Context: an optimization exercise on an open-source flow, tuned for small area, a short achievable clock period and few clock cycles. The choices shown serve that exercise and are no tape-out recipe.
Only simulation tests tie the RTL to the original design; equivalence was not proved.
Power figures rest on the tool's default switching activity, not on a simulated workload.

==> flow/design.v <==
package tfsr_pkg;
  localparam int TRAIL_LENGTH_DEF  = 64;
  localparam int STRIP_COLUMNS_DEF = 8;
  localparam int X_W      = 9;
  localparam int Y_W      = 8;
  localparam int OFFSET_W = 3;
  localparam int COLOR_W  = 16;
  localparam int SEL_W    = 2;
  localparam int LIMIT_W  = 8;
  localparam int CFG_W    = 8;
  localparam logic FUNC_ADD    = 1'b0;
  localparam logic FUNC_RENDER = 1'b1;
  localparam logic [SEL_W-1:0] SEL_RED   = 2'd0;
  localparam logic [SEL_W-1:0] SEL_GREEN = 2'd1;
  localparam logic [SEL_W-1:0] SEL_BLUE  = 2'd2;
  localparam logic REG_COLOR  = 1'b0;
  localparam logic REG_REPEAT = 1'b1;
  localparam logic [LIMIT_W-1:0] REPEAT_LIMIT_RST = 8'd16;
  localparam logic [LIMIT_W-1:0] REPEAT_SAT       = 8'hFF;
  localparam int CH5_MAX = 'h1F;
  localparam int CH6_MAX = 'h3F;
  typedef struct packed {
    logic                hit;
    logic [OFFSET_W-1:0] line_offset;
    logic [Y_W-1:0]      row;
    logic [COLOR_W-1:0]  pixel_color;
    logic                last;
  } res_t;
  typedef struct packed {
    logic cand_valid;
    logic flush;
  } emit_ctl_t;
  typedef struct packed {
    logic stall;
    logic flush_done;
  } emit_sts_t;
endpackage
import tfsr_pkg::*;
module tfsr_store #(
  parameter int TRAIL_LENGTH = tfsr_pkg::TRAIL_LENGTH_DEF,
  parameter int PW           = $clog2(tfsr_pkg::TRAIL_LENGTH_DEF)
) (
  input  logic                   clk,
  input  logic                   rst,
  input  logic                   wr_en,
  input  logic [PW-1:0]          wr_addr,
  input  logic [tfsr_pkg::X_W-1:0] wr_x,
  input  logic [tfsr_pkg::Y_W-1:0] wr_y,
  input  logic                   rd_en,
  input  logic [PW-1:0]          rd_addr,
  output logic [tfsr_pkg::X_W-1:0] rd_x,
  output logic [tfsr_pkg::Y_W-1:0] rd_y,
  output logic                   rd_valid
);
  logic [X_W+Y_W-1:0] mem [TRAIL_LENGTH];
  logic [TRAIL_LENGTH-1:0] valid;
  always_ff @(posedge clk) begin
    if (wr_en) begin
      mem[wr_addr] <= {wr_y, wr_x};
    end
    if (rd_en) begin
      {rd_y, rd_x} <= mem[rd_addr];
    end
  end
  always_ff @(posedge clk) begin
    if (rst) begin
      valid    <= '0;
      rd_valid <= 1'b0;
    end else begin
      if (wr_en) begin
        valid[wr_addr] <= 1'b1;
      end
      if (rd_en) begin
        rd_valid <= valid[rd_addr];
      end
    end
  end
endmodule
import tfsr_pkg::*;
module tfsr_shade #(
  parameter int TRAIL_LENGTH  = tfsr_pkg::TRAIL_LENGTH_DEF,
  parameter int STRIP_COLUMNS = tfsr_pkg::STRIP_COLUMNS_DEF,
  parameter int PW            = $clog2(tfsr_pkg::TRAIL_LENGTH_DEF)
) (
  input  logic                       entry_valid,
  input  logic [tfsr_pkg::X_W-1:0]   entry_x,
  input  logic [tfsr_pkg::Y_W-1:0]   entry_y,
  input  logic [PW-1:0]              entry_idx,
  input  logic [PW-1:0]              write_pointer,
  input  logic [tfsr_pkg::X_W-1:0]   strip_start,
  input  logic [tfsr_pkg::SEL_W-1:0] color_select,
  output logic                       hit,
  output tfsr_pkg::res_t             res
);
  logic [4:0] ch5_tbl [TRAIL_LENGTH];
  logic [5:0] ch6_tbl [TRAIL_LENGTH];
  for (genvar g = 0; g < TRAIL_LENGTH; g++) begin : g_fade
    localparam int C5 = (CH5_MAX * (TRAIL_LENGTH - g)) / TRAIL_LENGTH;
    localparam int C6 = (CH6_MAX * (TRAIL_LENGTH - g)) / TRAIL_LENGTH;
    assign ch5_tbl[g] = 5'(C5);
    assign ch6_tbl[g] = 6'(C6);
  end
  logic [X_W:0]     strip_end;
  logic [X_W-1:0]   offset_full;
  logic [PW:0]      age_raw;
  logic [PW-1:0]    age;
  logic [4:0]       lvl5;
  logic [5:0]       lvl6;
  logic [COLOR_W-1:0] color;
  always_comb begin
    strip_end   = {1'b0, strip_start} + (X_W+1)'(STRIP_COLUMNS);
    hit         = entry_valid && (entry_x >= strip_start) && ({1'b0, entry_x} < strip_end);
    offset_full = entry_x - strip_start;
    age_raw     = {1'b0, write_pointer} + (PW+1)'(TRAIL_LENGTH - 1) - {1'b0, entry_idx};
    if (age_raw >= (PW+1)'(TRAIL_LENGTH)) begin
      age_raw = age_raw - (PW+1)'(TRAIL_LENGTH);
    end
    age  = age_raw[PW-1:0];
    lvl5 = ch5_tbl[age];
    lvl6 = ch6_tbl[age];
    unique case (color_select)
      SEL_RED:   color = {lvl5, 11'b0};
      SEL_GREEN: color = {5'b0, lvl6, 5'b0};
      SEL_BLUE:  color = {11'b0, lvl5};
      default:   color = '0;
    endcase
    res.hit         = 1'b1;
    res.line_offset = offset_full[OFFSET_W-1:0];
    res.row         = entry_y;
    res.pixel_color = color;
    res.last        = 1'b0;
  end
endmodule
import tfsr_pkg::*;
module tfsr_emit (
  input  logic                clk,
  input  logic                rst,
  input  tfsr_pkg::emit_ctl_t ctl,
  input  tfsr_pkg::res_t      cand,
  input  logic                out_ready,
  output tfsr_pkg::emit_sts_t sts,
  output logic                out_valid,
  output tfsr_pkg::res_t      out_res
);
  logic pend_valid;
  tfsr_pkg::res_t pend_res;
  tfsr_pkg::res_t flush_res;
  logic out_free;
  logic push_pend;
  logic load_pend;
  logic do_flush;
  always_comb begin
    out_free       = !out_valid || out_ready;
    push_pend      = ctl.cand_valid && pend_valid && out_free;
    load_pend      = ctl.cand_valid && (!pend_valid || out_free);
    do_flush       = ctl.flush && out_free;
    sts.stall      = ctl.cand_valid && pend_valid && !out_free;
    sts.flush_done = do_flush;
    if (pend_valid) begin
      flush_res = pend_res;
    end else begin
      flush_res = '0;
    end
    flush_res.last = 1'b1;
  end
  always_ff @(posedge clk) begin
    if (rst) begin
      out_valid  <= 1'b0;
      pend_valid <= 1'b0;
    end else begin
      if (push_pend || do_flush) begin
        out_valid <= 1'b1;
      end else if (out_ready) begin
        out_valid <= 1'b0;
      end
      if (do_flush) begin
        pend_valid <= 1'b0;
      end else if (load_pend) begin
        pend_valid <= 1'b1;
      end
    end
  end
  always_ff @(posedge clk) begin
    if (push_pend) begin
      out_res <= pend_res;
    end else if (do_flush) begin
      out_res <= flush_res;
    end
    if (load_pend) begin
      pend_res <= cand;
    end
  end
endmodule
import tfsr_pkg::*;
module trail_fade_strip_renderer_top #(
  parameter int TRAIL_LENGTH  = tfsr_pkg::TRAIL_LENGTH_DEF,
  parameter int STRIP_COLUMNS = tfsr_pkg::STRIP_COLUMNS_DEF
) (
  input  logic        clk,
  input  logic        rst,
  input  logic        s_tvalid,
  output logic        s_tready,
  input  logic [31:0] s_tdata,   
  input  logic        s_tuser,   
  output logic        m_tvalid,
  input  logic        m_tready,
  output logic [31:0] m_tdata,   
  output logic        m_tuser,   
  output logic        m_tlast,
  input  logic        cfg_we,
  input  logic        cfg_index,
  input  logic [tfsr_pkg::CFG_W-1:0] cfg_data
);
  localparam int PW = $clog2(TRAIL_LENGTH);
  typedef enum logic [1:0] {
    ST_IDLE,
    ST_SCAN,
    ST_FLUSH
  } state_t;
  state_t state;
  logic [SEL_W-1:0]   color_select;
  logic [LIMIT_W-1:0] repeat_limit;
  logic [PW-1:0]      write_pointer;
  logic [X_W-1:0]     last_x;
  logic [Y_W-1:0]     last_y;
  logic               last_valid;
  logic [LIMIT_W-1:0] repeat_count;
  logic [X_W-1:0]     strip_start;
  logic [PW-1:0]      scan_idx;
  logic               issuing;
  logic               s1_valid;
  logic [PW-1:0]      s1_idx;
  logic               s1_end;
  logic [X_W-1:0] in_x;
  logic [Y_W-1:0] in_y;
  logic [X_W-1:0] in_start;
  logic           accept;
  logic           add_store;
  logic           wr_en;
  logic           issue;
  logic           stall;
  logic [X_W-1:0] rd_x;
  logic [Y_W-1:0] rd_y;
  logic           rd_valid;
  logic           shade_hit;
  tfsr_pkg::res_t           shade_res;
  tfsr_pkg::emit_ctl_t      emit_ctl;
  tfsr_pkg::emit_sts_t      emit_sts;
  tfsr_pkg::res_t           out_res;
  assign in_x     = s_tdata[8:0];
  assign in_y     = s_tdata[16:9];
  assign in_start = s_tdata[25:17];
  assign s_tready = (state == ST_IDLE);
  assign accept   = s_tvalid && s_tready;
  always_comb begin
    add_store = !last_valid || (last_x != in_x) || (last_y != in_y) ||
                (repeat_count >= repeat_limit);
    wr_en     = accept && (s_tuser == FUNC_ADD) && add_store;
    stall     = emit_sts.stall;
    issue     = (state == ST_SCAN) && issuing && !stall;
    emit_ctl.cand_valid = s1_valid && shade_hit;
    emit_ctl.flush      = (state == ST_FLUSH);
  end
  always_ff @(posedge clk) begin
    if (rst) begin
      state         <= ST_IDLE;
      color_select  <= SEL_RED;
      repeat_limit  <= REPEAT_LIMIT_RST;
      write_pointer <= '0;
      last_valid    <= 1'b0;
      repeat_count  <= '0;
      issuing       <= 1'b0;
      s1_valid      <= 1'b0;
    end else begin
      if (cfg_we) begin
        unique case (cfg_index)
          REG_COLOR:  color_select <= cfg_data[SEL_W-1:0];
          REG_REPEAT: repeat_limit <= cfg_data[LIMIT_W-1:0];
          default:    ;
        endcase
      end
      unique case (state)
        ST_IDLE: begin
          if (accept && s_tuser == FUNC_ADD) begin
            if (add_store) begin
              last_valid    <= 1'b1;
              repeat_count  <= '0;
              write_pointer <= (write_pointer == PW'(TRAIL_LENGTH - 1)) ? '0
                               : write_pointer + 1'b1;
            end else if (repeat_count != REPEAT_SAT) begin
              repeat_count <= repeat_count + 1'b1;
            end
          end else if (accept) begin
            state   <= ST_SCAN;
            issuing <= 1'b1;
          end
        end
        ST_SCAN: begin
          if (!stall) begin
            s1_valid <= issue;
            if (issue && scan_idx == PW'(TRAIL_LENGTH - 1)) begin
              issuing <= 1'b0;
            end
            if (s1_valid && s1_end) begin
              state <= ST_FLUSH;
            end
          end
        end
        ST_FLUSH: begin
          if (emit_sts.flush_done) begin
            state <= ST_IDLE;
          end
        end
        default: state <= ST_IDLE;
      endcase
    end
  end
  always_ff @(posedge clk) begin
    if (wr_en) begin
      last_x <= in_x;
      last_y <= in_y;
    end
    if (accept && s_tuser == FUNC_RENDER) begin
      strip_start <= in_start;
      scan_idx    <= '0;
    end else if (issue) begin
      scan_idx <= scan_idx + 1'b1;
    end
    if (issue) begin
      s1_idx <= scan_idx;
      s1_end <= (scan_idx == PW'(TRAIL_LENGTH - 1));
    end
  end
  tfsr_store #(
    .TRAIL_LENGTH (TRAIL_LENGTH),
    .PW           (PW)
  ) u_store (
    .clk      (clk),
    .rst      (rst),
    .wr_en    (wr_en),
    .wr_addr  (write_pointer),
    .wr_x     (in_x),
    .wr_y     (in_y),
    .rd_en    (issue),
    .rd_addr  (scan_idx),
    .rd_x     (rd_x),
    .rd_y     (rd_y),
    .rd_valid (rd_valid)
  );
  tfsr_shade #(
    .TRAIL_LENGTH  (TRAIL_LENGTH),
    .STRIP_COLUMNS (STRIP_COLUMNS),
    .PW            (PW)
  ) u_shade (
    .entry_valid   (rd_valid),
    .entry_x       (rd_x),
    .entry_y       (rd_y),
    .entry_idx     (s1_idx),
    .write_pointer (write_pointer),
    .strip_start   (strip_start),
    .color_select  (color_select),
    .hit           (shade_hit),
    .res           (shade_res)
  );
  tfsr_emit u_emit (
    .clk       (clk),
    .rst       (rst),
    .ctl       (emit_ctl),
    .cand      (shade_res),
    .out_ready (m_tready),
    .sts       (emit_sts),
    .out_valid (m_tvalid),
    .out_res   (out_res)
  );
  assign m_tdata = {5'b0, out_res.pixel_color, out_res.row, out_res.line_offset};
  assign m_tuser = out_res.hit;
  assign m_tlast = out_res.last;
endmodule
==> flow/run.sh <==
#!/bin/bash
# synth_recipe.tcl (not shown) runs the flow's synth.tcl, then flattens the netlist and writes it again
# the make line also repeats each setting of config.mk as NAME=value (left out here)
make -C /OpenROAD-flow-scripts/flow DESIGN_CONFIG=/design/flow/config.mk WORK_HOME=/design/flow/orfs CLKGATE_MAP_FILE= SYNTH_SCRIPT=/design/flow/synth_recipe.tcl finish
==> flow/config.mk <==
export PLATFORM = sky130hd
export DESIGN_NAME = trail_fade_strip_renderer_top
export DESIGN_NICKNAME = trail_fade_strip_renderer_top
export VERILOG_FILES = /design/flow/design.v
export SDC_FILE = /design/flow/constraint.sdc
export NUM_CORES = 4
export LEC_CHECK = 0
export CAP_MARGIN = 20
export CORE_MARGIN = 2
export CORE_UTILIZATION = 40
export SLEW_MARGIN = 20
==> flow/constraint.sdc <==
create_clock -name core_clock -period 7.5 [get_ports {clk}]
set_input_delay 1.5000 -clock core_clock [delete_from_list [all_inputs] [get_ports {clk}]]
set_output_delay 1.5000 -clock core_clock [all_outputs]
set_load 0.01 [all_outputs]
==> run notes <==
## flip-flops by register name, indices dropped and copies added, names as in the netlist, 8 cells and up
register	flops
u_store.rd_x	9
u_emit.out_res	29
u_store.rd_y	8
u_store.valid	64
last_x	9
repeat_limit	8
last_y	8
u_emit.pend_res	27
u_store.mem	1088
strip_start	9
repeat_count	8
## critical path, delay by kind of cell
kind,cells,cell delay [ns]
AOI/OAI and AO/OA,1,0.05
buffers and inverters,4,0.83
xor gates and xnor gates,1,0.48
and+or+nand+nor,5,2.49
## layer usage
layer  global-route usage, %  routed length (um)  up-vias  part of all wire, %
met5                       0                 103        -                0.084
li1                        -                   -    10310                    -
met2                    29.9               58800      879                   48
met1                    26.6               51700    13113                   42
met4                    4.98                2710       16                  2.2
met3                    4.09                9130      176                  7.5
## Yosys cell counts (7+ instances only)
cell type	instances
sky130_fd_sc_hd__nand2b_1	11
sky130_fd_sc_hd__and2_1	29
sky130_fd_sc_hd__a21oi_1	29
sky130_fd_sc_hd__o22ai_1	64
sky130_fd_sc_hd__nor2_1	104
sky130_fd_sc_hd__xnor2_1	16
sky130_fd_sc_hd__edfxtp_1	1194
sky130_fd_sc_hd__nand2_1	48
sky130_fd_sc_hd__inv_1	106
sky130_fd_sc_hd__clkbuf_1	63
sky130_fd_sc_hd__buf_4	14
sky130_fd_sc_hd__mux4_2	373
sky130_fd_sc_hd__nor3_1	19
sky130_fd_sc_hd__or3_1	12
sky130_fd_sc_hd__xor2_1	24
sky130_fd_sc_hd__buf_2	28
sky130_fd_sc_hd__nand3b_1	7
sky130_fd_sc_hd__buf_1	19
sky130_fd_sc_hd__o21ai_0	15
sky130_fd_sc_hd__nand3_1	34
sky130_fd_sc_hd__ha_1	36
sky130_fd_sc_hd__dfxtp_1	102
## per-stage QoR
step / setup WS (ns) / hold slack [ns]
3_3_place_gp: 1.83 / 0.408
3_5_place_dp: 1.81 / 0.409
6_report: 2.55 / 0.412
4_1_cts: 2.60 / 0.414
5_1_grt: 2.51 / 0.429
2_1_floorplan: 3.71 / 0.400
## logic make-up after synthesis
logic type | share of synthesized area, %
adders and majority gates | 0.968
DFF | 74.8
xor gates and xnor gates | 0.691
other | 0.00740
and+or+nand+nor | 2.92
AOI/OAI and AO/OA | 1.97
buffers and inverters | 2.00
muxes | 16.7
## layout make-up
cell class	instances	share of cell area, %
diodes	7	0.0303
clock buffers	178	6.46
clock inverters	57	0.797
inverters	106	0.689
multi-input cells	918	20.8
flip-flops and latches	1296	65.6
well taps	1650	3.57
repair buffers	130	1.98
## worst paths after layout
kind,slack [ns],cells past startpoint,start,endpoint
max reg2reg,2.95,12,repeat_count[0],u_store.mem[38][15]
max,2.55,11,s_tdata[1],u_store.mem[38][15]
min reg2reg,0.41,0,u_store.rd_y[2],u_emit.pend_res[19]
min,0.41,0,u_store.rd_y[2],u_emit.pend_res[19]
## power breakdown
group	internal [mW]	switching, mW	total [mW]
Combinational	0.329	0.463	0.792
Clock	3.67	2.70	6.37
Sequential	7.91	0.0235	7.93
Total	11.9	3.19	15.1
==> insert_results.sql <==
INSERT INTO impl_metrics (metric_group, metric, value, unit) VALUES
('outcome', 'status', 'timing/DRC/antenna clean', ''),
('route', 'routed_wl', '122000', 'um'),
('clock_network', 'cts_max_path_bufs', '3', ''),
('sta', 'sum_of_negative_setup_slack', '0', 'ns'),
('synth', 'post_synth.cell_area_avg', '20.7', 'um^2'),
('sta', 'final-hold-violation-count', '0', ''),
('critical_path', 'worst-endpoint-required', '7.92', 'ns'),
('sta', 'setup_viol', '0', ''),
('synth', 'netlist-cell-type-count', '59', ''),
('sta', 'shortest_clock_period_the_worst_path_allows_after_layout', '4.95', 'ns'),
('route', 'firstDrtPassIters', '7', ''),
('power_and_ir_drop', 'post-layout-total-power', '15.1', 'mW'),
('route', 'drt_drc_violations_left', '0', ''),
('clock_network', 'clk_root_buffer_cell', 'sky130_fd_sc_hd__clkbuf_16', ''),
('cells_and_area', 'final-instance-count-excl-fill', '4342', ''),
('clock_network', 'post-cts-setup-buffers', '0', ''),
('global_route', 'grt_start_max_net_pins', '152', ''),
('synth', 'synth_top_area_share', '70.7', '%'),
('synth', 'synth_ff_type', 'sky130_fd_sc_hd__edfxtp_1', ''),
('cells_and_area', 'fill_cells', '10348', ''),
('clock_network', 'cts_resized', '0', ''),
('synth', 'synthDominantAreaCellType', 'sky130_fd_sc_hd__edfxtp_1', ''),
('critical_path', 'cp_slowest_stage_delay', '0.92', 'ns'),
('critical_path', 'cp_slowest_cell', 'sky130_fd_sc_hd__nand4_1', ''),
('floorplanning', 'pin_count', '83', ''),
('critical_path', 'worst-setup-path-type', 'in -> reg', ''),
('power_and_ir_drop', 'p_leak', '17.4', 'nW'),
('floorplanning', 'die_w', '360', 'um'),
('synth', 'synth.cell_area', '50700', 'um^2'),
('route', 'routed_wire_length_per_instance', '28.2', 'um'),
('synth', 'yosys_register_bits', '1296', ''),
('global_route', 'groute.usage.overall', '18.9', '%'),
('cells_and_area', 'multi_input_area', '12000', 'um^2'),
('clock_network', 'clock_tree.htree_level_count', '4', ''),
('critical_path', 'critical_path.endpoint_type', 'flip-flop', ''),
('global_route', 'grt_pass1_vias', '24863', ''),
('synth', 'synth_edf_count', '1194', ''),
('synth', 'synth-seq-area-share', '74.8', '%'),
('synth', 'synth_cells', '2446', ''),
('cells_and_area', 'syn2layout_area_growth', '14.0', '%'),
('floorplanning', 'area_of_the_core', '126000', 'um^2'),
('synth', 'yosysWarningCount', '6', ''),
('sta', 'post-route-period-util', '66.0', '%'),
('critical_path', 'path_max_fanout', '9', ''),
('sta', 'grt_setup_unrepaired', 'no', ''),
('floorplanning', 'initial_standard_cell_utilization_of_the_core', '40.3', '%'),
('critical_path', 'path_cells', 'buf_2, xor2_1, nor4_1, nand3_1, a211oi_2, buf_4, nand2b_1, inv_1, nand4_1, nor2_2, buf_4', ''),
('floorplanning', 'floorplan.die_area', '130000', 'um^2'),
('power_and_ir_drop', 'max-vdd-ir-drop', '141', 'uV'),
('sta', 'slew_at_the_pin_closest_to_its_max_slew_limit', '1.17', 'ns'),
('floorplanning', 'floorplan.die.height', '360', 'um'),
('critical_path', 'worst_path_most_repeated_cell', 'sky130_fd_sc_hd__buf_4', ''),
('sta', 'clock.fmax', '202', 'MHz'),
('power_and_ir_drop', 'cellPowerDensity', '261', 'nW/um^2'),
('critical_path', 'worst_ep_arrival_time', '5.37', 'ns'),
('synth', 'ys_async_sr_fraction', '0', '%'),
('global_route', 'grt_pass1_wl', '176000', 'um'),
('run', 'max_cap_violations', '0', ''),
('critical_path', 'worstSetupStartpointType', 'input port', ''),
('sta', 'timing.slew.headroom', '21.7', '%'),
('placed_design', 'detailedPlacementHpwl', '75400', 'um'),
('clock_network', 'cts_hold_buf', '0', ''),
('placed_design', 'io_buffer_count', '71', ''),
('cells_and_area', 'design_area', '57800', 'um^2'),
('global_route', 'total_gr_overflow', '0', ''),
('global_route', 'grt_antenna_before_repair', '14', ''),
('clock_network', 'cts_tree', 'yes', ''),
('cells_and_area', 'final_net_count', '2672', ''),
('sta', 'final_max_slew_viol_count', '0', ''),
('clock_network', 'cts.clk_slew.worst_paths', '0.06', 'ns'),
('cells_and_area', 'layout.cells.most_common_list', 'sky130_fd_sc_hd__edfxtp_1 (1194), sky130_fd_sc_hd__mux4_2 (373), sky130_fd_sc_hd__clkbuf_16 (142), sky130_fd_sc_hd__inv_1 (106), sky130_fd_sc_hd__dfxtp_1 (97)', '');
Testbench counts, summed over its fixed seeds: cycles 57,008.

what the ideal ports hide:
No port has a modelled driver above. Below, the same layout with a new extraction and two added sets of constraints.
Step 1: set_driving_cell puts a clkbuf_16 on clk and a buf_2 on each other input, an assumption about the parent block.
Step 2 moves the port delays by t, midway between the first and last clock arrival at a register: inputs arrive t later, outputs are due t later. That takes back most of the time a late clock gives input paths.
a / b / c = no drivers / after step 1 / after step 2; a / b = the first two.
t, ns: 0.801
setup WS [ns]: 2.551 / 2.582 / 1.781
latest minus earliest clock arrival (ns): 0.034 / 0.034
worst register clock-pin slew, ns: 0.06 / 0.06
cell pins on the clock port's net: 1
After both steps setup and hold are still met in this run. The setup slack of this run moves by +0.031 ns with the drivers and by -0.770 ns with both steps.
